Background: an optimization exercise with open tools, aiming at small area, a short achievable clock period and few clock cycles per item. Do not read the settings as production practice. Function was checked by simulation only, so behaviour that the tests miss may differ from the original. Power is estimated from default activity; no workload was simulated.

==> flow/design.v (excerpt) <==
module mosaic_scroll_pixel_remap_core (
    input  logic                 clk,
    input  logic                 rst_n,
    input  logic                 start,
    output logic                 busy,
    input  logic                 req_type,
    input  logic [8:0]           dest_x,
    input  logic [7:0]           dest_y,
    input  logic [4:0]           tile_size,
    input  logic [9:0]           cur_scroll_x,
    input  logic [9:0]           snap_scroll_x,
    input  logic [9:0]           cur_scroll_y,
    input  logic [9:0]           snap_scroll_y,
    input  logic                 track_scroll,
    input  logic [31:0]          pixel_in,
    output logic                 done,
    output logic                 write_enable,
    output logic [8:0]           source_x,
    output logic [7:0]           source_y,
    output logic [31:0]          pixel_out,
    input  logic                 cfg_we,
    input  logic [2:0]           cfg_index,
    input  logic [9:0]           cfg_data
);
==> flow/config.mk <==
export PLATFORM = sky130hd
export DESIGN_NAME = mosaic_scroll_pixel_remap_core
export DESIGN_NICKNAME = mosaic_scroll_pixel_remap_core
export VERILOG_FILES = /design/flow/design.v
export SDC_FILE = /design/flow/constraint.sdc
export NUM_CORES = 4
export LEC_CHECK = 0
export ABC_AREA = 1
export CAP_MARGIN = 20
export CORE_MARGIN = 2
export CORE_UTILIZATION = 40
export SETUP_SLACK_MARGIN = 2.15
export SLEW_MARGIN = 20
==> flow/constraint.sdc <==
create_clock -name core_clock -period 5.5 [get_ports {clk}]
set_input_delay 1.1000 -clock core_clock [delete_from_list [all_inputs] [get_ports {clk}]]
set_output_delay 1.1000 -clock core_clock [all_outputs]
set_load 0.01 [all_outputs]
standard.sh (not shown) runs the stock make flow with config.mk's settings and CLKGATE_MAP_FILE= SYNTH_SCRIPT=/design/flow/synth_recipe.tcl, a recipe that flattens the netlist after the stock synthesis.
==> flow/flow/run.sh <==
#!/bin/bash
# The standard layout (the standard.sh, unchanged synthesis and steps),
# with two changes to how the layout is made:
#  - buffer_ports buffers every input and output port with
#    sky130_fd_sc_hd__buf_1 instead of the delay cell it picks by default;
#  - clock tree synthesis does not add dummy loads, and clusters up to 30 sinks per leaf buffer.
set -euo pipefail
export BUFFER_PORTS_ARGS="-buffer_cell sky130_fd_sc_hd__buf_1"
export CTS_ARGS="-sink_clustering_enable -repair_clock_nets -dont_use_dummy_load -sink_clustering_size 30 -sink_clustering_max_diameter 80 -buf_list {sky130_fd_sc_hd__clkbuf_16}"
bash standard.sh > standard_flow.log 2>&1
Testbench counts at the start, summed over its fixed seeds: cycles 13,184, items 12,800.
Rerun with:
--- a/flow/flow/run.sh
+++ b/flow/flow/run.sh
@@ -6 +6,2 @@
-#  - clock tree synthesis does not add dummy loads, and clusters up to 30 sinks per leaf buffer.
+#  - clock tree synthesis does not add dummy loads, and clusters up to 16 sinks per leaf buffer;
+#  - after global routing, cells off the critical paths are downsized (RECOVER_POWER).
@@ -9 +10,2 @@
-export CTS_ARGS="-sink_clustering_enable -repair_clock_nets -dont_use_dummy_load -sink_clustering_size 30 -sink_clustering_max_diameter 80 -buf_list {sky130_fd_sc_hd__clkbuf_16}"
+export CTS_ARGS="-sink_clustering_enable -repair_clock_nets -dont_use_dummy_load -sink_clustering_size 16 -sink_clustering_max_diameter 60 -buf_list {sky130_fd_sc_hd__clkbuf_8}"
+export RECOVER_POWER=100
Effect: With this change the flow finished but fails on capacitance limit, slew limit. Synthesized cell count does not change. Worst setup slack gets worse by 820 ps. Clock skew shrinks by 7.7 ps. Area after synthesis stays the same. Final cell count increases by 0.43%. First-iteration DRC count falls by 2.2%. Fmax goes down by about 20%.
Rerun with:
==> flow/flow/run.sh (replaced) <==
#!/bin/bash
# The standard layout (the standard.sh, unchanged synthesis and steps),
# except that buffer_ports uses sky130_fd_sc_hd__buf_1 for the port buffers
# instead of the delay cell it picks by default. Every port is still buffered.
set -euo pipefail
export BUFFER_PORTS_ARGS="-buffer_cell sky130_fd_sc_hd__buf_1"
bash standard.sh > standard_flow.log 2>&1
CTS_BUF_LIST = sky130_fd_sc_hd__clkbuf_4 sky130_fd_sc_hd__clkbuf_8   (was unset)
SETUP_SLACK_MARGIN = 2.3   (was 2.15)
After rerunning: The new run produced a clean layout. Critical path depth went down by 3. Combinational power is higher by 5.4%. Maximum frequency came out higher by 25%. Worst setup slack gains 810 ps. Power is higher by 14%. Die area stays the same. Final cell count increases by 3.0%.
Rerun with:
==> flow/flow/run.sh (replaced) <==
#!/bin/bash
# The standard layout (the standard.sh, unchanged synthesis and steps),
# with two changes to how the layout is made:
#  - buffer_ports buffers every input and output port with
#    sky130_fd_sc_hd__buf_1 instead of the delay cell it picks by default;
#  - clock tree synthesis does not add dummy loads, and clusters up to 16 sinks per leaf buffer.
set -euo pipefail
export BUFFER_PORTS_ARGS="-buffer_cell sky130_fd_sc_hd__buf_1"
export CTS_ARGS="-sink_clustering_enable -repair_clock_nets -dont_use_dummy_load -sink_clustering_size 16 -sink_clustering_max_diameter 60 -buf_list {sky130_fd_sc_hd__clkbuf_8}"
bash standard.sh > standard_flow.log 2>&1
CTS_BUF_LIST = unset   (was sky130_fd_sc_hd__clkbuf_4 sky130_fd_sc_hd__clkbuf_8)
SETUP_SLACK_MARGIN = 2.15   (was 2.3)
Effect: Die area does not change; wire length fell by 3.1%; non-clock buffer count fell by 17; synthesized cell count is unchanged; setup slack improved by 14 ps; clock power drops by 47%; critical path depth came out higher by 1; sequential cell count is unchanged.
Rerun with:
SETUP_SLACK_MARGIN = 2.0   (was 2.15)
Effect: Worst setup slack got worse by 180 ps. Power falls slightly. Design area decreases slightly. Routed wire length rises slightly. First-iteration DRC count rose by about a fifth. Synthesized area stays the same. Global-route usage went up by 0.27 points.


run E:
mosaic_scroll_pixel_remap_core, a different RTL version from the one above (not shown whole).
For scale: about 2100 cells after synthesis, about 170 I/O pins, roughly 21000 µm² of cells after synthesis.
Design mosaic_scroll_pixel_remap_core, start of the top module:
module mosaic_scroll_pixel_remap_core (
    input  logic                 clk,
    input  logic                 rst_n,
    input  logic                 start,
    output logic                 busy,
    input  logic                 req_type,
    input  logic [8:0]           dest_x,
    input  logic [7:0]           dest_y,
    input  logic [4:0]           tile_size,
    input  logic [9:0]           cur_scroll_x,
    input  logic [9:0]           snap_scroll_x,
    input  logic [9:0]           cur_scroll_y,
    input  logic [9:0]           snap_scroll_y,
    input  logic                 track_scroll,
    input  logic [31:0]          pixel_in,
    output logic                 done,
    output logic                 write_enable,
    output logic [8:0]           source_x,
    output logic [7:0]           source_y,
    output logic [31:0]          pixel_out,
    input  logic                 cfg_we,
    input  logic [2:0]           cfg_index,
    input  logic [9:0]           cfg_data
);
    logic [8:0] wm1_reg;
    logic [7:0] hm1_reg;
    logic [8:0] m_reg;
    logic [3:0] num_reg;
    logic [3:0] dm1_reg;
    logic       ext_reg;
    logic       keep_reg;    
    always_ff @(posedge clk or negedge rst_n)
    begin
        if (!rst_n)
        begin
            wm1_reg  <= 9'd255;
            hm1_reg  <= 8'd223;
            m_reg    <= 9'd64;
            num_reg  <= 4'd15;
            dm1_reg  <= 4'd14;
            ext_reg  <= 1'b0;
            keep_reg <= 1'b1;
        end
        else if (cfg_we)
        begin
            case (cfg_index)
                3'd0: wm1_reg <= (cfg_data == 10'd0) ? 9'd0
                               : (cfg_data > 10'd512) ? 9'd511 : 9'(cfg_data - 10'd1);
                3'd1: hm1_reg <= (cfg_data[8:0] == 9'd0) ? 8'd0
                               : (cfg_data[8:0] > 9'd256) ? 8'd255 : 8'(cfg_data[8:0] - 9'd1);
                3'd2: m_reg   <= cfg_data[8:0];
                3'd3:
                begin
                    num_reg  <= cfg_data[3:0];
                    keep_reg <= (dm1_reg == 4'd15) || (cfg_data[3:0] > dm1_reg);
                end
                3'd4:
                begin
                    dm1_reg  <= cfg_data[3:0] - 4'd1;
                    keep_reg <= (cfg_data[3:0] == 4'd0) || (num_reg >= cfg_data[3:0]);
                end
  ...
clock: 5.5 ns
lec_check: 0
cap_margin: 20
core_margin: 2
core_utilization: 40
setup_slack_margin: 2.0
slew_margin: 20
run.sh (not shown) runs the stock make flow with config.mk's settings and CLKGATE_MAP_FILE= SYNTH_SCRIPT=/design/flow/synth_recipe.tcl, a recipe that flattens the netlist after the stock synthesis.
Stock flow here: none of the scripts above is used.
Testbench counts of run E, summed over its fixed seeds: cycles 13,184, items 12,800.
Here is what was changed in the inputs of run C compared with run E.
# run E
export LEC_CHECK = 0
export CAP_MARGIN = 20
export CORE_MARGIN = 2
export CORE_UTILIZATION = 40
export SETUP_SLACK_MARGIN = 2.0
export SLEW_MARGIN = 20
create_clock -name core_clock -period 5.5 [get_ports {clk}]
# run C
export LEC_CHECK = 0
export CAP_MARGIN = 20
export CORE_MARGIN = 2
export CORE_UTILIZATION = 40
export SETUP_SLACK_MARGIN = 1.5
export SLEW_MARGIN = 20
create_clock -name core_clock -period 5.5 [get_ports {clk}]
## What came out
Run C -> run E: number of clock sinks delta 0, exact match. Run C went all the way through synthesis, placement and routing and the layout is clean on timing, DRC and antenna. Going from run E to run C, global-route met1 utilization shrinks by 0.37 points. Between run C and run E, clock skew is lower for run C, run E comes in above that.

[separate check: timing with driven ports]
No port has a modelled driver above. Below, the same layouts with a new extraction and two added sets of constraints. Step 1, drivers: a clkbuf_16 drives clk and a buf_2 each remaining input, both assumed. Step 2 also shifts input and output timing later by t, the mid clock arrival at the registers, as if the neighbouring blocks saw the same clock. a / b / c = ideal ports / drivers / drivers and shift; a / b = the first two.
| run | t, ns | slack for setup (ns) | worst slew at a driven data input, ns |
|---|---|---|---|
| the first run of note 1 | 0.582 | 2.296 / 2.296 / 1.758 | 0.10 |
| the second run of note 1 | 0.641 | 1.478 / 1.478 / 1.471 | 0.10 |
| the third run of note 1 | 0.664 | 2.293 / 2.293 / 1.718 | 0.09 |
| the fourth run of note 1 | 0.639 | 2.307 / 2.307 / 1.739 | 0.10 |
| the fifth run of note 1 | 0.629 | 2.127 / 2.127 / 1.629 | 0.11 |
| run E | 0.625 | 1.583 / 1.583 / 1.233 | 0.15 |
| run C | 0.610 | 1.552 / 1.552 / 1.075 | 0.10 |
The setup slack of the third run of note 1, which loses most, moves by 0.000 ns with the drivers and by -0.575 ns with both steps. Setup slack includes reset recovery checks.
